What follows belongs to an exercise in optimizing a design on an open flow for small area, a short achievable clock period and few clock cycles per item; a production flow would make more cautious choices.
No run shown here included a check of the RTL's function; only the layout flow was run.
Power and IR drop assume default switching activity.

<file path="run.sh">
#!/bin/bash
# synth_recipe.tcl (not shown) runs the flow's synth.tcl, then flattens the netlist and writes it again
# the make line also repeats each setting of config.mk as NAME=value (left out here)
make -C /OpenROAD-flow-scripts/flow DESIGN_CONFIG=/design/flow/config.mk WORK_HOME=/design/flow/orfs CLKGATE_MAP_FILE= SYNTH_SCRIPT=/design/flow/synth_recipe.tcl finish
</file>
<file path="config.mk">
export PLATFORM = sky130hd
export DESIGN_NAME = scmcv_top
export DESIGN_NICKNAME = scmcv_top
export VERILOG_FILES = /design/flow/design.v
export SDC_FILE = /design/flow/constraint.sdc
export NUM_CORES = 4
export LEC_CHECK = 0
export CAP_MARGIN = 20
export CORE_MARGIN = 2
export CORE_UTILIZATION = 35
export PLACE_DENSITY = 0.55
export SLEW_MARGIN = 20
export SYNTH_MEMORY_MAX_BITS = 16384
</file>
<file path="constraint.sdc">
create_clock -name core_clock -period 12.0 [get_ports {clock}]
set_input_delay 2.4000 -clock core_clock [delete_from_list [all_inputs] [get_ports {clock}]]
set_output_delay 2.4000 -clock core_clock [all_outputs]
set_load 0.01 [all_outputs]
</file>
<file path="design.v">
package scmcv_pkg;
   localparam int NUM_SCENES_DEF   = 16;
   localparam int NUM_CHANNELS_DEF = 16;
   localparam logic [1:0] CMD_TICK   = 2'd0;
   localparam logic [1:0] CMD_SCENE  = 2'd1;
   localparam logic [1:0] CMD_MANUAL = 2'd2;
   localparam logic REG_BIPOLAR = 1'b0;
   localparam logic [14:0] FULL_MORPH    = 15'd20480;
   localparam int          HALF_MORPH    = 10240;
   localparam int          BIPOLAR_SHIFT = 10240;
   localparam logic [21:0] DIV5_MULT = 22'd3355444;
   localparam int          DIV5_BIAS = 200000;
   localparam int          QUOT_BIAS = 40000;
   typedef struct packed {
      logic [1:0]         cmd;
      logic signed [15:0] target_cv;
      logic [3:0]         target_knob;
      logic signed [15:0] current_cv;
      logic [3:0]         current_knob;
      logic signed [15:0] morph_cv;
      logic [14:0]        morph_knob;
      logic [15:0]        type_buttons;
      logic [15:0]        focus_mask;
      logic [3:0]         scene_slot;
      logic [3:0]         channel_slot;
      logic [14:0]        write_value;
   } req_type;
   typedef struct packed {
      logic [3:0]         channel;
      logic signed [15:0] cv_out;
      logic               type_light;
      logic               last;
   } rsp_type;
endpackage
module scmcv_ram #(
   parameter int ROWS = 17,
   parameter int CH   = 16,
   parameter int W    = 15,
   parameter int TAPS = 4
) (
   input  logic                 clock,
   input  logic [ROWS-1:0]      ins_row,
   input  logic [W-1:0]         ins_data,
   input  logic [TAPS-1:0]      tap_oh,
   output logic [ROWS*W-1:0]    tap_data
);
   localparam int STEP = CH / TAPS;
   for (genvar r = 0; r < ROWS; r++) begin : g_row
      logic [CH*W-1:0] q;
      always_ff @(posedge clock) begin
         q <= {ins_row[r] ? ins_data : q[W-1:0], q[CH*W-1:W]};
      end
      logic [W-1:0] t;
      always_comb begin
         t = '0;
         for (int k = 0; k < TAPS; k++) begin
            t = t | ({W{tap_oh[k]}} & q[k*STEP*W +: W]);
         end
      end
      assign tap_data[r*W +: W] = t;
   end
endmodule
import scmcv_pkg::*;
module scene_morph_cv_engine_core (
   input  logic        clock,
   input  logic        reset,
   input  logic        start,
   output logic        busy,
   input  scmcv_pkg::req_type req_payload,
   output logic        rsp_strobe,
   output scmcv_pkg::rsp_type rsp_payload,
   input  logic        psel,
   input  logic        penable,
   input  logic        pwrite,
   input  logic [2:0]  paddr,
   input  logic [31:0] pwdata,
   output logic [31:0] prdata,
   output logic        pready
);
   localparam int NE   = 3;     
   localparam int TAPS = 4;     
   localparam int ROWS = 17;    
   logic        busy_ff;
   logic        acc;
   logic        acc_ff;
   logic [1:0]  rq_cmd;
   logic [5:0]  rq_thi, rq_chi;      
   logic [3:0]  rq_tknob, rq_cknob;
   logic signed [16:0] rq_msum;      
   logic [15:0] rq_btn;
   logic [15:0] rq_focus;
   logic [3:0]  rq_sslot, rq_cslot;
   logic [14:0] rq_wval;
   function automatic logic [5:0] sel_hi(input logic [15:0] cv);
      logic [17:0] s;
      s = {{2{cv[15]}}, cv} + {cv[15], cv, 1'b0} + 18'd98304;
      sel_hi = s[17:12];
   endfunction
   function automatic logic [3:0] sel_idx(input logic [5:0] hi, input logic [3:0] knob);
      logic [6:0] t;
      t = {1'b0, hi} + {3'b000, knob};
      if (t < 7'd24)      sel_idx = 4'd0;
      else if (t > 7'd39) sel_idx = 4'd15;
      else                sel_idx = {~t[3], t[2:0]};
   endfunction
   assign busy = busy_ff;
   assign acc  = start & ~busy_ff;
   always_ff @(posedge clock) begin
      if (!busy_ff) begin
         rq_cmd   <= req_payload.cmd;
         rq_thi   <= sel_hi(req_payload.target_cv);
         rq_chi   <= sel_hi(req_payload.current_cv);
         rq_tknob <= req_payload.target_knob;
         rq_cknob <= req_payload.current_knob;
         rq_msum  <= {req_payload.morph_cv[15], req_payload.morph_cv}
                   + $signed({2'b00, req_payload.morph_knob});
         rq_btn   <= req_payload.type_buttons;
         rq_focus <= req_payload.focus_mask;
         rq_sslot <= req_payload.scene_slot;
         rq_cslot <= req_payload.channel_slot;
         rq_wval  <= req_payload.write_value;
      end
   end
   logic bipolar_ff;
   logic prd_ff;
   assign pready = 1'b1;
   assign prdata = {31'd0, prd_ff};
   always_ff @(posedge clock) begin
      if (reset) begin
         bipolar_ff <= 1'b0;
      end else if (psel && penable && pwrite && (paddr[2] == REG_BIPOLAR)) begin
         bipolar_ff <= pwdata[0];
      end
      prd_ff <= (paddr[2] == REG_BIPOLAR) & bipolar_ff;
   end
   logic        clr_ff;
   logic [3:0]  clr_cnt;
   logic [3:0]  ph;            
   logic [3:0]  pos;           
   logic [3:0]  c_rd;          
   logic [TAPS-1:0] tap_oh;
   logic        aligned;
   logic        reading_ff, wait_ff;
   logic [15:0] flags_ff, prev_ff;
   logic        tick_start;
   logic        rd_en;
   logic        wr_go;
   logic        tick_in, wr_in;
   assign tick_start = acc_ff && (rq_cmd == CMD_TICK);
   assign wr_go      = acc_ff && ((rq_cmd == CMD_SCENE) || (rq_cmd == CMD_MANUAL));
   assign rd_en      = reading_ff || ((tick_start || wait_ff) && aligned);
   assign tick_in    = acc && (req_payload.cmd == CMD_TICK);
   assign wr_in      = acc && ((req_payload.cmd == CMD_SCENE) || (req_payload.cmd == CMD_MANUAL));
   logic [NE-1:0] e_val;
   logic [4:0]    e_row [NE];
   logic [3:0]    e_ch  [NE];
   logic [14:0]   e_dat [NE];
   logic [4:0]    wr_row;
   logic [NE-1:0] wr_hit;
   logic [NE-1:0] wr_alloc;
   logic [NE-1:0] e_ins;
   logic [ROWS-1:0] ins_row;
   logic [14:0]   ins_data;
   assign wr_row = (rq_cmd == CMD_MANUAL) ? 5'd16 : {1'b0, rq_sslot};
   always_comb begin
      logic found;
      for (int e = 0; e < NE; e++) begin
         wr_hit[e] = wr_go && e_val[e] && (e_row[e] == wr_row) && (e_ch[e] == rq_cslot);
      end
      wr_alloc = '0;
      found    = |wr_hit;
      for (int e = 0; e < NE; e++) begin
         if (wr_go && !found && !e_val[e]) begin
            wr_alloc[e] = 1'b1;
            found       = 1'b1;
         end
      end
      e_ins    = '0;
      ins_row  = '0;
      ins_data = '0;
      found    = 1'b0;
      for (int e = 0; e < NE; e++) begin
         if (!found && e_val[e] && (e_ch[e] == ph)) begin
            e_ins[e] = 1'b1;
            found    = 1'b1;
            ins_data = e_dat[e];
            for (int r = 0; r < ROWS; r++) begin
               ins_row[r] = (e_row[e] == 5'(r));
            end
         end
      end
      if (clr_ff) begin
         ins_row  = '1;
         ins_data = '0;
      end
   end
   logic [2:0] e_cnt;         
   always_comb begin
      e_cnt = 3'(wr_go);
      for (int e = 0; e < NE; e++) begin
         e_cnt = e_cnt + 3'(e_val[e]);
      end
   end
   always_ff @(posedge clock) begin
      for (int e = 0; e < NE; e++) begin
         if (reset) begin
            e_val[e] <= 1'b0;
         end else if (wr_alloc[e]) begin
            e_val[e] <= 1'b1;
         end else if (e_ins[e] && !wr_hit[e]) begin
            e_val[e] <= 1'b0;
         end
         if (wr_alloc[e] || wr_hit[e]) begin
            e_dat[e] <= rq_wval;
         end
         if (wr_alloc[e]) begin
            e_row[e] <= wr_row;
            e_ch[e]  <= rq_cslot;
         end
      end
   end
   logic [ROWS*15-1:0] tap_data;
   scmcv_ram #(
      .ROWS (ROWS),
      .CH   (16),
      .W    (15),
      .TAPS (TAPS)
   ) u_store (
      .clock    (clock),
      .ins_row  (ins_row),
      .ins_data (ins_data),
      .tap_oh   (tap_oh),
      .tap_data (tap_data)
   );
   logic [3:0]  cur, tgt;
   logic [14:0] a_ring, b_ring, m_ring;
   logic [14:0] a_rd, b_rd;
   logic [15:0] flags_new;
   logic        foc;
   assign cur = sel_idx(rq_chi, rq_cknob);
   assign tgt = sel_idx(rq_thi, rq_tknob);
   assign flags_new = flags_ff ^ (rq_btn & ~prev_ff);
   assign foc = rq_focus[c_rd];
   always_comb begin
      a_ring = tap_data[cur*15 +: 15];
      b_ring = tap_data[tgt*15 +: 15];
      m_ring = tap_data[16*15 +: 15];
      for (int e = 0; e < NE; e++) begin
         if (e_val[e] && (e_ch[e] == c_rd)) begin
            if (e_row[e] == {1'b0, cur}) a_ring = e_dat[e];
            if (e_row[e] == {1'b0, tgt}) b_ring = e_dat[e];
            if (e_row[e] == 5'd16)       m_ring = e_dat[e];
         end
      end
      a_rd = foc ? m_ring : a_ring;
      b_rd = b_ring;
   end
   logic [14:0] m_ff, mc_ff;
   logic        mfull_ff;
   always_ff @(posedge clock) begin
      if (rq_msum < 17'sd0) begin
         m_ff     <= 15'd0;
         mc_ff    <= FULL_MORPH;
         mfull_ff <= 1'b0;
      end else if (rq_msum >= $signed({2'b00, FULL_MORPH})) begin
         m_ff     <= FULL_MORPH;
         mc_ff    <= 15'd0;
         mfull_ff <= 1'b1;
      end else begin
         m_ff     <= rq_msum[14:0];
         mc_ff    <= FULL_MORPH - rq_msum[14:0];
         mfull_ff <= 1'b0;
      end
   end
   logic        v1, v2, v3;
   logic [14:0] a1, b1;
   logic        foc1, fl1, fl2, fl3;
   logic [3:0]  c1, c2, c3;
   logic [29:0] n2;
   logic [15:0] out3;
   logic [14:0] mb, ma;
   logic [29:0] n_mul;
   logic [17:0] y2;
   logic [35:0] q2;
   logic [15:0] v_div;
   always_comb begin
      if (foc1) begin
         mb = 15'd0;
         ma = FULL_MORPH;
      end else if (fl1) begin
         mb = mfull_ff ? FULL_MORPH : 15'd0;
         ma = mfull_ff ? 15'd0 : FULL_MORPH;
      end else begin
         mb = m_ff;
         ma = mc_ff;
      end
   end
   logic [29:0] p_b, p_a;
   assign p_b   = mb * b1;
   assign p_a   = ma * a1;
   assign n_mul = p_b + p_a + 30'd10240;
   assign y2    = n2[29:12];
   assign q2    = 36'(y2) * 36'd52429;
   assign v_div = q2[33:18] - (bipolar_ff ? 16'd10240 : 16'd0);
   always_ff @(posedge clock) begin
      a1   <= a_rd;
      b1   <= b_rd;
      foc1 <= foc;
      fl1  <= flags_new[c_rd];
      c1   <= c_rd;
      n2   <= n_mul;
      fl2  <= fl1;
      c2   <= c1;
      out3 <= v_div;
      fl3  <= fl2;
      c3   <= c2;
   end
   assign rsp_strobe             = v3;
   assign rsp_payload.channel    = c3;
   assign rsp_payload.cv_out     = out3;
   assign rsp_payload.type_light = fl3;
   assign rsp_payload.last       = (c3 == 4'd15);
   logic [3:0] pos_next;
   logic       clr_next;
   logic       busy_next;
   assign pos_next = rd_en ? pos : pos - 4'd1;
   assign clr_next = reset || (clr_ff && (clr_cnt != 4'd15));
   always_comb begin
      busy_next = clr_next || tick_in
               || ((tick_start || wait_ff) && !aligned)
               || rd_en || v1 || v2
               || (e_cnt >= 3'(NE)) || ((e_cnt == 3'(NE - 1)) && wr_in);
   end
   always_ff @(posedge clock) begin
      if (reset) begin
         busy_ff    <= 1'b1;
         acc_ff     <= 1'b0;
         clr_ff     <= 1'b1;
         clr_cnt    <= 4'd0;
         ph         <= 4'd0;
         pos        <= 4'd0;
         c_rd       <= 4'd0;
         tap_oh     <= 4'b0001;
         aligned    <= 1'b1;
         reading_ff <= 1'b0;
         wait_ff    <= 1'b0;
         flags_ff   <= 16'd0;
         prev_ff    <= 16'd0;
         v1         <= 1'b0;
         v2         <= 1'b0;
         v3         <= 1'b0;
      end else begin
         busy_ff    <= busy_next;
         acc_ff     <= acc;
         clr_ff     <= clr_next;
         clr_cnt    <= clr_ff ? clr_cnt + 4'd1 : 4'd0;
         ph         <= ph + 4'd1;
         pos        <= pos_next;
         c_rd       <= rd_en ? c_rd + 4'd1 : c_rd;
         tap_oh     <= 4'b0001 << pos_next[3:2];
         aligned    <= (pos_next[1:0] == 2'd0);
         reading_ff <= rd_en && (c_rd != 4'd15);
         wait_ff    <= (tick_start || wait_ff) && !aligned;
         if (tick_start) begin
            flags_ff <= flags_new;
            prev_ff  <= rq_btn;
         end
         v1         <= rd_en;
         v2         <= v1;
         v3         <= v2;
      end
   end
endmodule
import scmcv_pkg::*;
module scmcv_top (
   input  logic        clock,
   input  logic        reset,
   input  logic        start,
   output logic        busy,
   input  logic [1:0]  req_cmd,
   input  logic [15:0] req_target_cv,
   input  logic [3:0]  req_target_knob,
   input  logic [15:0] req_current_cv,
   input  logic [3:0]  req_current_knob,
   input  logic [15:0] req_morph_cv,
   input  logic [14:0] req_morph_knob,
   input  logic [15:0] req_type_buttons,
   input  logic [15:0] req_focus_mask,
   input  logic [3:0]  req_scene_slot,
   input  logic [3:0]  req_channel_slot,
   input  logic [14:0] req_write_value,
   output logic        rsp_strobe,
   output logic [3:0]  rsp_channel,
   output logic [15:0] rsp_cv_out,
   output logic        rsp_type_light,
   output logic        rsp_last,
   input  logic        psel,
   input  logic        penable,
   input  logic        pwrite,
   input  logic [2:0]  paddr,
   input  logic [31:0] pwdata,
   output logic [31:0] prdata,
   output logic        pready
);
   scmcv_pkg::req_type req;
   scmcv_pkg::rsp_type rsp;
   assign req.cmd          = req_cmd;
   assign req.target_cv    = req_target_cv;
   assign req.target_knob  = req_target_knob;
   assign req.current_cv   = req_current_cv;
   assign req.current_knob = req_current_knob;
   assign req.morph_cv     = req_morph_cv;
   assign req.morph_knob   = req_morph_knob;
   assign req.type_buttons = req_type_buttons;
   assign req.focus_mask   = req_focus_mask;
   assign req.scene_slot   = req_scene_slot;
   assign req.channel_slot = req_channel_slot;
   assign req.write_value  = req_write_value;
   assign rsp_channel    = rsp.channel;
   assign rsp_cv_out     = rsp.cv_out;
   assign rsp_type_light = rsp.type_light;
   assign rsp_last       = rsp.last;
   scene_morph_cv_engine_core u_core (
      .clock       (clock),
      .reset       (reset),
      .start       (start),
      .busy        (busy),
      .req_payload (req),
      .rsp_strobe  (rsp_strobe),
      .rsp_payload (rsp),
      .psel        (psel),
      .penable     (penable),
      .pwrite      (pwrite),
      .paddr       (paddr),
      .pwdata      (pwdata),
      .prdata      (prdata),
      .pready      (pready)
   );
endmodule
</file>
==> results of run 1 <==
==> cells in the mapped netlist (52+ instances only) <==
| master | count |
|---|---|
| nand3_1 | 117 |
| xnor2_1 | 98 |
| dfxtp_1 | 4256 |
| inv_1 | 662 |
| a22o_1 | 71 |
| xor2_1 | 76 |
| mux2i_1 | 100 |
| nand2_1 | 565 |
| fa_1 | 488 |
| and2_1 | 77 |
| edfxtp_1 | 166 |
| a221oi_1 | 113 |
| o21ai_0 | 52 |
| mux2_2 | 283 |
| o211ai_1 | 65 |
| and3_1 | 188 |
| clkbuf_1 | 283 |
| a22oi_1 | 368 |
| nor2_1 | 306 |
| a21oi_1 | 105 |
| ha_1 | 404 |
==> through the flow <==
step | setup WS (ns) | hold slack (ns) | cell area (um2) | instances
CTS | 3.010 | 0.2737 | 150900 | 15070
floorplan | 4.438 | 0.3096 | 130400 | 9520
finish | 3.126 | 0.2657 | 151000 | 15080
global placement | 3.002 | 0.3095 | 137500 | 14360
global route | 2.606 | 0.2725 | 151000 | 15080
detailed placement | 3.025 | 0.3121 | 137600 | 14360
==> metal layers <==
layer	vias to the layer above	global-route usage	share of wire
li1	32170	-	-
met1	34500	0.2177	0.46
met2	1669	0.2543	0.45
met3	534	0.02641	0.053
met4	2	0.05334	0.032
met5	-	0	0.000066
==> registers in the layout, summed over array words and instances, names as in the netlist, 14 cells and up <==
name and count:
u_core.e_row 15, u_core.m_ff 14, u_core.a1 15, u_core.n2 18
u_core.u_store.g_row.q 4080, u_core.rq_focus 16, u_core.prev_ff 16, u_core.rq_btn 16
u_core.mc_ff 15, u_core.b1 15, u_core.rq_msum 17, u_core.e_dat 45
u_core.rq_wval 15, u_core.flags_ff 16, u_core.out3 16
==> cell families (layout without fill, tap and decap cells) <==
| family | count (synthesis) | in the layout | share of synthesized area |
|---|---|---|---|
| flip-flops | 4422 | 4422 | 0.6925 |
| XOR/XNOR | 174 | 174 | 0.01170 |
| AND/OR/NAND/NOR | 1449 | 1449 | 0.05211 |
| other | 2 | 43 | 0.00005766 |
| AO/OA/AOI/OAI | 1086 | 1086 | 0.06347 |
| adder cells (fa/ha/maj) | 892 | 892 | 0.1138 |
| buffers and inverters | 1074 | 1654 | 0.03283 |
| multiplexers | 391 | 391 | 0.03354 |
==> final cells by class <==
type | count | area [um2]
Timing Repair Buffer | 276 | 2500
Multi-Input combinational cell | 4024 | 36170
Sequential cell | 4422 | 90200
Inverter | 663 | 2491
Fill cell | 34230 | 220400
Antenna cell | 11 | 27.53
Tap cell | 4972 | 6221
Clock buffer | 558 | 11420
Clock inverter | 157 | 1944
==> path summary, 6_finish.rpt <==
kind / cells past startpoint / slack (ns) / to
setup / recovery: 28 / 3.13 / u_core.n2[29]
hold / removal: 0 / 0.27 / u_core.u_store.g_row[16].q[190]
setup reg to reg: 28 / 3.13 / u_core.n2[29]
hold reg to reg: 0 / 0.27 / u_core.u_store.g_row[16].q[190]
==> power by group through the flow <==
stage,Combinational (mW),Sequential [mW],Clock (mW)
after floorplan,0.313,15.1,0
after global placement,0.591,15.2,0
after detailed placement,0.593,15.2,0
after CTS,0.596,14.8,13.1
after global routing,0.622,14.8,13.7
final,0.586,14.8,12.8
==> results.txt, run 1 <==
routed vias/inst 4.567; critical path's slowest cell nor4_1; first-pass GRT wire length 454.4 mm; Clock Latency Late Sink 0.93 ns; worst path buffer plus inverter count 6; number of synthesized register bits 4,422; Crit path top cell by count fa_1; Rows around 220; crit path kind register to register; post_cts resized 0; Max-cap violations 0; FMAX ~110 MHz; Root Buffer clkbuf_16; YS warnings 5; max incr delay on CP 0.58 ns; Core Region 371,400 um2; P per Cell Area 186.8 nW/um2; Final setup viols 0; layout cells sized above 1 0.1140; WL per Instance 20.19 um; Critical Path RT 12.75 ns; syn_area_per_cell about 14 um2; H-tree levels 5; CTS max path bufs 4; Flop pwr share 0.526; VDD IR-drop max 0.1357 mV; CTS tree built; clk sinks ~4,400; Worst setup SP type register; sequential fraction of the synthesis area 0.6925; CTS buffer count 394; hold path start u_core.u_store.g_row[16].q[205]; crit share post-route 0.7395; IO Pins 226; outcome no timing/DRC/antenna violations; vias in the first global route 71,890; post-CTS setup buffer count 0; Routability Congestion 0.8522; Setup TNS Final 0 ns; overall power about 28 mW; Mapped Cells 9,490; pin count of the biggest net entering global routing 100; static leakage 62.78 nW; r2r startpoint u_core.fl1; most frequent cells in the layout 4,251 x dfxtp_1, 661 x inv_1, 565 x nand2_1, 488 x fa_1, 404 x ha_1; Final Hold Vio Count 0; switching pwr 5.873 mW; die width roughly 610 um; Crit Path Max Fanout 75; commonest non-fill, non-tap cell in the layout dfxtp_1; worst path arrival time around 9.6 ns; DP HPWL 190.5 mm; combinational share of power 0.021; delay-heaviest family, CP adder cells; clk_skew 0.1045 ns; DR vias slightly below 70,000; Yosys cell types 93; Worst Setup SP u_core.fl1; post-synth top area cell dfxtp_1; post-layout util 0.4066; DR pass1 iterations 8; Post-synth ARST share 0; hold buffers post-CTS 0; EDFF count, synth 166; fin. max-slew vios 0; initial antenna violation count 25; relative slew slack 0.2012; global-route usage over all layers 0.1589; Tightest Pin Transition around 1.2 ns; Die Y 614.0 um; Synth top area share 0.6542; CP endpoint kind register; input/output buffers 160; synthesized area 130,200 um2; Reg clk slew, reported paths 0.08 ns; Final min period 8.874 ns; Clock Power Share 0.453; unrepaired setup endpoints after global routing false; ys flop type dfxtp_1; sw frac 0.2083; number of nets in the layout roughly 11,000; top cells by area, synth dfxtp_1 65%, fa_1 7.5%, ha_1 3.9%; grt ovf 0; area delta synth->final 15.92%; # DRC 0; worst hold path class register to register; drt initial violations 4,393; total die area approximately 380,000 um2; Routed Antenna Nets 0; Starting Density 0.3507; P_int 22.32 mW; wirelength, routed between 300 and 400 mm
==> inputs of run 2 (changes only) <==
==> flow/run.sh (new file) <==
#!/bin/bash
# Standard ORFS layout, with repair_timing aiming below the design's period.
# Synthesis is the standard synthesis; the later steps are the standard
# steps with a setup margin (SETUP_SLACK_MARGIN) so that timing repair keeps
# working past the clock period's own target.
set -euo pipefail
MARGIN=$(cat flow/margin.txt)
bash standard.sh synth > synth.log 2>&1
bash standard.sh SETUP_SLACK_MARGIN=$MARGIN finish > layout.log 2>&1
==> flow/margin.txt (new file) <==
5.0
==> standard.sh (new file) <==
#!/bin/bash
# synth_recipe.tcl (not shown) runs the flow's synth.tcl, then flattens the netlist and writes it again
# the make line also repeats each setting of config.mk as NAME=value (left out here)
make -C /OpenROAD-flow-scripts/flow DESIGN_CONFIG=/design/flow/config.mk WORK_HOME=/design/flow/orfs CLKGATE_MAP_FILE= SYNTH_SCRIPT=/design/flow/synth_recipe.tcl "${@:-finish}"
removed: run.sh
==> results.txt, run 2 <==
# DRC 0 (unchanged); P per Cell Area 187.0 nW/um2 (was 186.8 nW/um2); area of placed instances 137,500 um2 (was 137,600 um2); grt ovf 0 (unchanged); critical path's slowest cell fa_1 (was nor4_1); Rows 224 (unchanged); Largest Register u_core.u_store.g_row.q (unchanged); Final setup viols 0 (unchanged); Synth top area share 0.6542 (unchanged); routed vias/inst 4.567 (about the same); Mapped Cells 9,490 (unchanged); worst hold path class register to register (unchanged); Yosys cell types 93 (unchanged); Final min period 7.536 ns (was 8.874 ns); ys flop type dfxtp_1 (unchanged); initial antenna violation count 22 (was 25); clk sinks 4,422 (unchanged); input/output buffers 160 (unchanged); DR vias 69,110 (was 68,880); FMAX 132.7 MHz (was 112.7 MHz); CP endpoint kind register (unchanged); Core Region 371,400 um2 (unchanged); Crit path top cell by count fa_1 (unchanged); global-route usage over all layers 0.1567 (was 0.1589); commonest non-fill, non-tap cell in the layout dfxtp_1 (unchanged); area delta synth->final 17.01% (was 15.92%); Max-cap violations 0 (unchanged); GR Layer Usage met1 0.2148 (was 0.2177); Critical Path RT 12.76 ns (was 12.75 ns); crit path kind register to register (unchanged); Starting Density 0.3507 (unchanged); clk_skew 0.08048 ns (was 0.1045 ns); delay-heaviest family, CP adder cells (unchanged); wirelength, routed 301.1 mm (was 304.5 mm); most common cell in the synthesized netlist dfxtp_1 (unchanged); drt initial violations 4,840 (was 4,393); CTS max path bufs 4 (unchanged); Design Area, Final 152,400 um2 (was 151,000 um2); Regs by FF count u_core.u_store.g_row.q x4080, u_core.e_dat x45, u_core.n2 x18 (unchanged); Global Route met3 Usage 0.02594 (was 0.02641); syn_area_per_cell 13.72 um2 (unchanged); global route hottest layer met2 (unchanged); worst path buffer plus inverter count 9 (was 6); sequential fraction of the synthesis area 0.6925 (unchanged); met2 Resource Use GR 0.2531 (was 0.2543); worst path arrival time 8.30 ns (was 9.63 ns); post-layout util 0.4104 (was 0.4066); relative slew slack 0.2776 (was 0.2012); max reg flops 4,080 (unchanged); Reg clk slew, reported paths 0.07 ns (was 0.08 ns); Final Hold Vio Count 0 (unchanged); fin. max-slew vios 0 (unchanged); die width 614.0 um (unchanged); IO Pins 226 (unchanged); Die Y 614.0 um (unchanged); layout cells sized above 1 0.1271 (was 0.1140); total die area 377,000 um2 (unchanged); crit share post-route 0.6280 (was 0.7395); number of nets in the layout 10,890 (was 10,840); post-synth top area cell dfxtp_1 (unchanged); static leakage 63.38 nW (was 62.78 nW); DP HPWL 185.6 mm (was 190.5 mm); vias in the first global route 71,730 (was 71,890); Routability Congestion 0.8616 (was 0.8522); Tightest Pin Transition 1.084 ns (was 1.198 ns); Setup TNS Final 0 ns (unchanged); H-tree levels 5 (unchanged); Routed Antenna Nets 0 (unchanged); max incr delay on CP 0.56 ns (was 0.58 ns); outcome no timing/DRC/antenna violations (unchanged); WL per Instance 19.90 um (was 20.19 um); EDFF count, synth 166 (unchanged); Post-synth top cells 4,256 x dfxtp_1, 662 x inv_1, 565 x nand2_1, 488 x fa_1, 404 x ha_1 (unchanged); most frequent cells in the layout 4,244 x dfxtp_1, 654 x inv_1, 559 x nand2_1, 486 x fa_1, 409 x clkbuf_16 (was 4,251 x dfxtp_1, 661 x inv_1, 565 x nand2_1, 488 x fa_1, 404 x ha_1); first-pass GRT wire length 450.8 mm (was 454.4 mm); Clock Latency Late Sink 0.89 ns (was 0.93 ns); YS warnings 5 (unchanged); synthesized area 130,200 um2 (unchanged); Root Buffer clkbuf_16 (unchanged); CTS tree built (unchanged); CTS buffer count 395 (was 394); Worst setup SP type register (unchanged); pin count of the biggest net entering global routing 104 (was 100); DR pass1 iterations 8 (unchanged); VDD IR-drop max 0.1312 mV (was 0.1357 mV); hold buffers post-CTS 0 (unchanged); unrepaired setup endpoints after global routing true (was false); number of synthesized register bits 4,422 (unchanged); Post-synth ARST share 0 (unchanged); FILL cells 33,900 (was 34,230); Crit Path Max Fanout 8 (was 75); top cells by area, synth dfxtp_1 65%, fa_1 7.5%, ha_1 3.9% (unchanged)
==> run 2: cell counts after synthesis <==
No cell type changed its count.
==> run 2: worst paths after layout <==
| path | startpoint | endpoint | slack [ns] | depth (start not counted) |
|---|---|---|---|---|
| min reg2reg | u_core.u_store.g_row[0].q[79] | u_core.u_store.g_row[0].q[64] | 0.26 | 0 |
| max | u_core.fl1 | u_core.n2[24] | 4.46 | 30 |
| min | u_core.u_store.g_row[0].q[79] | u_core.u_store.g_row[0].q[64] | 0.26 | 0 |
| max reg2reg | u_core.fl1 | u_core.n2[24] | 4.46 | 30 |
==> run 2: layer usage <==
metal	part of all wire	wire [um]
met5	0	0
met4	0.028	8290
met3	0.051	15460
met2	0.46	137800
met1	0.46	139500
==> run 2: worst reg2reg max path, delay by kind of cell, from the launching register on <==
| family | cells | cell delay [ns] |
|---|---|---|
| flops | 1 | 0.37 |
| buf+inv | 9 | 0.81 |
| compound gates | 6 | 1.29 |
| xor+xnor | 1 | 0.11 |
| simple gates | 5 | 0.54 |
| fa+ha+maj | 9 | 4.30 |
==> run 2: timing repair <==
action | 4_1_cts | 5_1_grt
endpoints found under the setup margin | 19 | 16
pin swaps | 45 | 16
gates resized for setup | 100 | 22
gates cloned | 7 | 1
hold endpoints to repair | 0 | 0
setup buffers | 40 | 14
==> run 2: logic make-up after synthesis <==
| logic type | synth area share |
|---|---|
| XOR/XNOR | 0.01170 |
| other | 0.00005766 |
| AND/OR/NAND/NOR | 0.05211 |
| AO/OA/AOI/OAI | 0.06347 |
| adder cells (fa/ha/maj) | 0.1138 |
| buffers and inverters | 0.03283 |
| flip-flops | 0.6925 |
| multiplexers | 0.03354 |
==> run 2: layout make-up <==
class	instances	area, um2	share of cell area
multi-input combinational	4025	36550	0.2399
clock inverter	159	2088	0.01370
antenna	7	17.52	0.0001149
inverter	663	2491	0.01635
tap	4972	6221	0.04082
timing repair buffer	317	3098	0.02033
sequential	4422	90220	0.5920
clock buffer	566	11700	0.07680
==> run 2: report_power, final <==
group	internal, mW	leakage [nW]	switching, mW
combinational	0.129	20.8	0.445
clock	7.68	6.79	5.40
sequential	14.8	35.8	0.0677
==> run 2: through the flow <==
step	total power [mW]	worst slack, ns	std cells	hold slack (ns)
2_1_floorplan	15.42	4.854	9520	0.3096
3_3_place_gp	15.75	3.208	14340	0.3099
3_5_place_dp	15.75	3.207	14340	0.3121
4_1_cts	28.77	4.454	15110	0.2689
5_1_grt	29.38	4.184	15130	0.2833
6_report	28.49	4.464	15130	0.2621
==> inputs of run 3 (changes only) <==
--- a/design.v
+++ b/design.v
@@ -235,11 +235,16 @@
    logic [3:0]  cur, tgt;
    logic [14:0] a_ring, b_ring, m_ring;
-   logic [14:0] a_rd, b_rd;
+   logic [14:0] a_rd;
+   logic [15:0] d_rd;
    logic [15:0] flags_new;
    logic        foc;
+   logic        fl_rd;
+   logic        mfull_rd;
    assign cur = sel_idx(rq_chi, rq_cknob);
    assign tgt = sel_idx(rq_thi, rq_tknob);
    assign flags_new = flags_ff ^ (rq_btn & ~prev_ff);
    assign foc = rq_focus[c_rd];
+   assign fl_rd = flags_new[c_rd];
+   assign mfull_rd = (rq_msum >= $signed({2'b00, FULL_MORPH}));
    always_comb begin
       a_ring = tap_data[cur*15 +: 15];
@@ -254,65 +259,87 @@
       end
       a_rd = foc ? m_ring : a_ring;
-      b_rd = b_ring;
+      d_rd = {1'b0, b_ring} - {1'b0, a_ring};
    end
-   logic [14:0] m_ff, mc_ff;
-   logic        mfull_ff;
+   logic [7:0] bd_one, bd_two, bd_neg;
    always_ff @(posedge clock) begin
+      logic [15:0] mm;
+      logic [16:0] mx;
       if (rq_msum < 17'sd0) begin
-         m_ff     <= 15'd0;
-         mc_ff    <= FULL_MORPH;
-         mfull_ff <= 1'b0;
+         mm = 16'd0;
       end else if (rq_msum >= $signed({2'b00, FULL_MORPH})) begin
-         m_ff     <= FULL_MORPH;
-         mc_ff    <= 15'd0;
-         mfull_ff <= 1'b1;
+         mm = {1'b0, FULL_MORPH};
       end else begin
-         m_ff     <= rq_msum[14:0];
-         mc_ff    <= FULL_MORPH - rq_msum[14:0];
-         mfull_ff <= 1'b0;
+         mm = {1'b0, rq_msum[14:0]};
+      end
+      mx = {mm, 1'b0};
+      for (int i = 0; i < 8; i++) begin
+         bd_one[i] <= mx[2*i+1] ^ mx[2*i];
+         bd_two[i] <= (mx[2*i+2] & ~mx[2*i+1] & ~mx[2*i]) | (~mx[2*i+2] & mx[2*i+1] & mx[2*i]);
+         bd_neg[i] <= mx[2*i+2] & ~(mx[2*i+1] & mx[2*i]);
       end
    end
    logic        v1, v2, v3;
-   logic [14:0] a1, b1;
-   logic        foc1, fl1, fl2, fl3;
+   logic [14:0] a1;
+   logic [15:0] d1;
+   logic        morph1, full1;
+   logic        fl1, fl2, fl3;
    logic [3:0]  c1, c2, c3;
+   logic        last1, last2, last3;
    logic [29:0] n2;
    logic [15:0] out3;
-   logic [14:0] mb, ma;
+   logic [7:0]  g_one, g_two, g_neg;
+   logic [16:0] pp [8];
+   logic [29:0] rows [8];
+   logic [29:0] nrow;
+   logic [29:0] arow0, arow1;
+   logic [29:0] kconst;
    logic [29:0] n_mul;
-   logic [17:0] y2;
-   logic [35:0] q2;
-   logic [15:0] v_div;
+   localparam logic [29:0] K_UNI = 30'(10240 + 20480 * 16384 - 32'h5555_0000);
+   localparam logic [29:0] K_BIP = 30'(10240 + 20480 * 16384 - 32'h5555_0000 - 20480 * 10240);
    always_comb begin
-      if (foc1) begin
-         mb = 15'd0;
-         ma = FULL_MORPH;
-      end else if (fl1) begin
-         mb = mfull_ff ? FULL_MORPH : 15'd0;
-         ma = mfull_ff ? 15'd0 : FULL_MORPH;
-      end else begin
-         mb = m_ff;
-         ma = mc_ff;
+      for (int i = 0; i < 8; i++) begin
+         g_one[i] = morph1 & bd_one[i];
+         g_two[i] = morph1 & bd_two[i];
+         g_neg[i] = morph1 & bd_neg[i];
       end
+      g_one[6] = g_one[6] | full1;
+      g_one[7] = g_one[7] | full1;
+      nrow = '0;
+      for (int i = 0; i < 8; i++) begin
+         logic [16:0] sel;
+         sel = ({17{g_one[i]}} & {d1[15], d1}) | ({17{g_two[i]}} & {d1, 1'b0});
+         pp[i] = sel ^ {17{g_neg[i]}};
+         rows[i] = 30'({~pp[i][16], pp[i][15:0]}) << (2 * i);
+         nrow[2*i] = g_neg[i];
+      end
+      arow0 = 30'(a1) << 14;
+      arow1 = 30'(a1) << 12;
+      kconst = bipolar_ff ? K_BIP : K_UNI;
    end
-   logic [29:0] p_b, p_a;
-   assign p_b   = mb * b1;
-   assign p_a   = ma * a1;
-   assign n_mul = p_b + p_a + 30'd10240;
-   assign y2    = n2[29:12];
-   assign q2    = 36'(y2) * 36'd52429;
-   assign v_div = q2[33:18] - (bipolar_ff ? 16'd10240 : 16'd0);
+   assign n_mul = rows[0] + rows[1] + rows[2] + rows[3] + rows[4] + rows[5] + rows[6] + rows[7]
+                + nrow + arow0 + arow1 + kconst;
+   logic [17:0] y2;
+   logic [33:0] q2;
+   logic [15:0] v_div;
+   assign y2 = n2[29:12];
+   assign q2 = 34'(y2) + (34'(y2) << 2) + (34'(y2) << 3) + (34'(y2) << 6) + (34'(y2) << 7)
+             + (34'(y2) << 10) + (34'(y2) << 11) + (34'(y2) << 14) + (34'(y2) << 15);
+   assign v_div = {q2[33:32] - 2'd1, q2[31:18]};
    always_ff @(posedge clock) begin
-      a1   <= a_rd;
-      b1   <= b_rd;
-      foc1 <= foc;
-      fl1  <= flags_new[c_rd];
-      c1   <= c_rd;
-      n2   <= n_mul;
-      fl2  <= fl1;
-      c2   <= c1;
-      out3 <= v_div;
-      fl3  <= fl2;
-      c3   <= c2;
+      a1     <= a_rd;
+      d1     <= d_rd;
+      morph1 <= !foc && !fl_rd;
+      full1  <= !foc && fl_rd && mfull_rd;
+      fl1    <= fl_rd;
+      c1     <= c_rd;
+      last1  <= (c_rd == 4'd15);
+      n2     <= n_mul;
+      fl2    <= fl1;
+      c2     <= c1;
+      last2  <= last1;
+      out3   <= v_div;
+      fl3    <= fl2;
+      c3     <= c2;
+      last3  <= last2;
    end
    assign rsp_strobe             = v3;
@@ -320,5 +347,5 @@
    assign rsp_payload.cv_out     = out3;
    assign rsp_payload.type_light = fl3;
-   assign rsp_payload.last       = (c3 == 4'd15);
+   assign rsp_payload.last       = last3;
    logic [3:0] pos_next;
    logic       clr_next;
==> run.sh (new file) <==
#!/bin/bash
# synth_recipe.tcl (not shown) runs the flow's synth.tcl, then flattens the netlist and writes it again
# the make line also repeats each setting of config.mk as NAME=value (left out here)
make -C /OpenROAD-flow-scripts/flow DESIGN_CONFIG=/design/flow/config.mk WORK_HOME=/design/flow/orfs CLKGATE_MAP_FILE= SYNTH_SCRIPT=/design/flow/synth_recipe.tcl finish
removed: flow/run.sh
removed: flow/margin.txt
removed: standard.sh
==> results.txt, run 3 <==
vias in the first global route 68,410 (was 71,730); Final Hold Vio Count 0 (unchanged); syn_area_per_cell 13.91 um2 (was 13.72 um2); Yosys cell types 93 (unchanged); Crit path top cell by count fa_1 (unchanged); ys flop type dfxtp_1 (unchanged); Worst R2R End u_core.n2[29] (was u_core.n2[24]); worst hold path class register to register (unchanged); r2r setup slk 3.51 ns (was 4.46 ns); FILL cells 31,740 (was 33,900); layout cells sized above 1 0.1196 (was 0.1271); critical path's slowest cell dfxtp_1 (was fa_1); input/output buffers 160 (unchanged); Post-synth ARST share 0 (unchanged); Final setup viols 0 (unchanged); post-synth top area cell dfxtp_1 (unchanged); CTS tree built (unchanged); sw frac 0.2151 (was 0.2074); sequential fraction of the synthesis area 0.7325 (was 0.6925); CP endpoint kind register (unchanged); switching pwr 6.266 mW (was 5.908 mW); post-CTS setup buffer count 0 (was 40); Root Buffer clkbuf_16 (unchanged); hold buffers post-CTS 0 (unchanged); worst hold margin 0.2704 ns (was 0.2621 ns); global-route usage over all layers 0.1624 (was 0.1567); Routability Congestion 0.8591 (was 0.8616); # DRC 0 (unchanged); Core Region 349,700 um2 (was 371,400 um2); r2r startpoint u_core.bd_neg[1] (was u_core.fl1); Reg clk slew, reported paths 0.06 ns (was 0.07 ns); max reg flops 4,080 (unchanged); total die area 356,400 um2 (was 377,000 um2); placed insts 13,340 (was 14,340); Tightest Pin Transition 1.354 ns (was 1.084 ns); Crit Path Max Fanout 18 (was 8); WL per Instance 20.99 um (was 19.90 um); fin. max-slew vios 0 (unchanged); pin count of the biggest net entering global routing 119 (was 104); Critical Path RT 12.78 ns (was 12.76 ns); CTS max path bufs 4 (unchanged); EDFF count, synth 166 (unchanged); first-pass GRT wire length 440.2 mm (was 450.8 mm); Clock Latency Late Sink 0.97 ns (was 0.89 ns); post_cts resized 0 (was 100); Mapped Cells 8,849 (was 9,490); drt initial violations 4,829 (was 4,840); number of nets in the layout 9,788 (was 10,890); worst path arrival time 9.28 ns (was 8.30 ns); IO Pins 226 (unchanged); initial antenna violation count 19 (was 22); DP HPWL 180.0 mm (was 185.6 mm); Die Y 597.0 um (was 614.0 um); commonest non-fill, non-tap cell in the layout dfxtp_1 (unchanged); DR vias 66,680 (was 69,110); area delta synth->final 17.10% (was 17.01%); routed vias/inst 4.737 (was 4.567); max incr delay on CP 0.98 ns (was 0.56 ns); wirelength, routed 295.5 mm (was 301.1 mm); fin cells 14,080 (was 15,130); cell count of the worst hold path 0 (unchanged); Design Area, Final 144,100 um2 (was 152,400 um2); post-layout util 0.4121 (was 0.4104); Synth top area share 0.6920 (was 0.6542); combinational share of power 0.038 (was 0.020); Post-synth top cells 4,254 x dfxtp_1, 501 x a22oi_1, 384 x nand2_1, 300 x clkbuf_1, 288 x ha_1 (was 4,256 x dfxtp_1, 662 x inv_1, 565 x nand2_1, 488 x fa_1, 404 x ha_1); Max-cap violations 0 (unchanged); Clock Power Share 0.452 (was 0.459); Flop pwr share 0.511 (was 0.521); H-tree levels 5 (unchanged); Largest Register u_core.u_store.g_row.q (unchanged); crit path kind register to register (unchanged); Routed Antenna Nets 0 (unchanged); crit share post-route 0.7078 (was 0.6280); clk_skew 0.08739 ns (was 0.08048 ns); outcome no timing/DRC/antenna violations (unchanged); P per Cell Area 202.1 nW/um2 (was 187.0 nW/um2); synthesized area 123,100 um2 (was 130,200 um2); top cells by area, synth dfxtp_1 69%, edfxtp_1 4.1%, fa_1 3.1% (was dfxtp_1 65%, fa_1 7.5%, ha_1 3.9%); YS warnings 7 (was 5); Regs by FF count u_core.u_store.g_row.q x4080, u_core.e_dat x45, u_core.n2 x18 (unchanged); Final min period 8.493 ns (was 7.536 ns); grt ovf 0 (unchanged); most common cell in the synthesized netlist dfxtp_1 (unchanged); crit path to u_core.n2[29] (was u_core.n2[24]); most frequent cells in the layout 4,248 x dfxtp_1, 501 x a22oi_1, 414 x clkbuf_16, 383 x nand2_1, 288 x ha_1 (was 4,244 x dfxtp_1, 654 x inv_1, 559 x nand2_1, 486 x fa_1, 409 x clkbuf_16); number of synthesized register bits 4,420 (was 4,422); die width 597.0 um (was 614.0 um); clk sinks 4,420 (was 4,422); relative slew slack 0.08778 (was 0.2776); Setup TNS Final 0 ns (unchanged); Worst setup SP type register (unchanged); Worst Setup SP u_core.bd_neg[1] (was u_core.fl1); static leakage 56.86 nW (was 63.38 nW); P_int 22.86 mW (was 22.58 mW); unrepaired setup endpoints after global routing false (was true); FMAX 117.7 MHz (was 132.7 MHz); DR pass1 iterations 8 (unchanged); FF-to-FF path depth 30 (unchanged); CTS buffer count 405 (was 395); area of placed instances 130,100 um2 (was 137,500 um2); Starting Density 0.3519 (was 0.3507); Rows 217 (was 224); VDD IR-drop max 0.1240 mV (was 0.1312 mV)
[run 3: cell type report]
class,count,area [um2],share of cell area
clock inverters,145,2044,0.01419
well taps,4599,5754,0.03993
repair buffers,287,2638,0.01830
clock buffers,587,11900,0.08260
diodes,8,20.02,0.0001389
multi-input cells,3752,30550,0.2120
flip-flops and latches,4420,90160,0.6257
inverters,277,1042,0.007232
[run 3: logic make-up (layout without fill, tap and decap cells)]
logic type      after synthesis  in the layout  synth area share
other cells                   2             40        0.00006102
compound gates             1504           1504           0.09074
xor+xnor                    309            309           0.02210
simple gates               1122           1122           0.04313
buf+inv                     707           1296           0.02304
flops                      4420           4420            0.7325
mux                         309            309           0.02860
fa+ha+maj                   476            476           0.05986
[run 3: metrics by stage]
stage / worst slack (ns) / power [mW]
after floorplan: 4.131 / 15.81
after global placement: 3.475 / 16.32
after detailed placement: 3.454 / 16.33
after CTS: 3.435 / 29.42
after global routing: 2.948 / 30.10
final: 3.507 / 29.13
[run 3: critical path: cells and delay by family, from the launching register on]
kind            cells  cell delay, ns
compound gates     14            2.92
xor+xnor            3            0.51
buf+inv             1            0.05
fa+ha+maj           8            3.28
flops               1            0.98
simple gates        4            0.63
[run 3: worst min-delay path by stage]
stage / end / from / slack [ns]
floorplan: u_core.c2[0] / u_core.c1[0] / 0.31
global placement: u_core.u_store.g_row[15].q[121] / u_core.u_store.g_row[15].q[136] / 0.31
detailed placement: u_core.u_store.g_row[11].q[29] / u_core.u_store.g_row[11].q[44] / 0.31
CTS: u_core.u_store.g_row[1].q[211] / u_core.u_store.g_row[1].q[226] / 0.26
global route: u_core.u_store.g_row[8].q[17] / u_core.u_store.g_row[8].q[32] / 0.27
finish: u_core.u_store.g_row[1].q[211] / u_core.u_store.g_row[1].q[226] / 0.27
[run 3: power groups by stage]
stage	Combinational [mW]	Clock [mW]	Sequential [mW]
3_5_place_dp	1.12	0	15.2
2_1_floorplan	0.653	0	15.2
6_report	1.10	13.2	14.9
5_1_grt	1.21	14.0	14.9
4_1_cts	1.12	13.4	14.9
3_3_place_gp	1.11	0	15.2
[run 3: layer usage]
metal | global-route usage | up-vias | share of wire
li1 | - | 31090 | -
met1 | 0.2215 | 33090 | 0.46
met2 | 0.2550 | 1900 | 0.44
met4 | 0.05955 | 6 | 0.034
met3 | 0.03197 | 586 | 0.059
met5 | 0 | - | 0.00016

-- static timing again, ports no longer ideal --
How much do the figures lean on ideal ports? The routed layouts below were timed once more, with nothing changed but the port constraints.
Step 1 assumes that a clkbuf_16 drives the clock port and a buf_2 every other input.
Step 2 times the ports against the registers' clock, not the clock port: input delays grow and output delays shrink by t, the midpoint of the rising clock arrivals with the driver on.
Three values: no drivers, after step 1, after step 2; two values: the first two.
| run | t (ns) | slack for setup (ns) | worst hold slack (ns) | worst register clock-pin slew, ns |
|---|---|---|---|---|
| run 1 | 0.975 | 3.126 / 3.126 / 3.126 | 0.266 / 0.266 / 0.266 | 0.08 / 0.08 |
| run 2 | 0.949 | 4.464 / 4.464 / 4.464 | 0.262 / 0.262 / 0.262 | 0.08 / 0.08 |
| run 3 | 1.033 | 3.507 / 3.507 / 3.507 | 0.270 / 0.270 / 0.270 | 0.07 / 0.07 |
After both steps setup and hold are still met in every run listed.
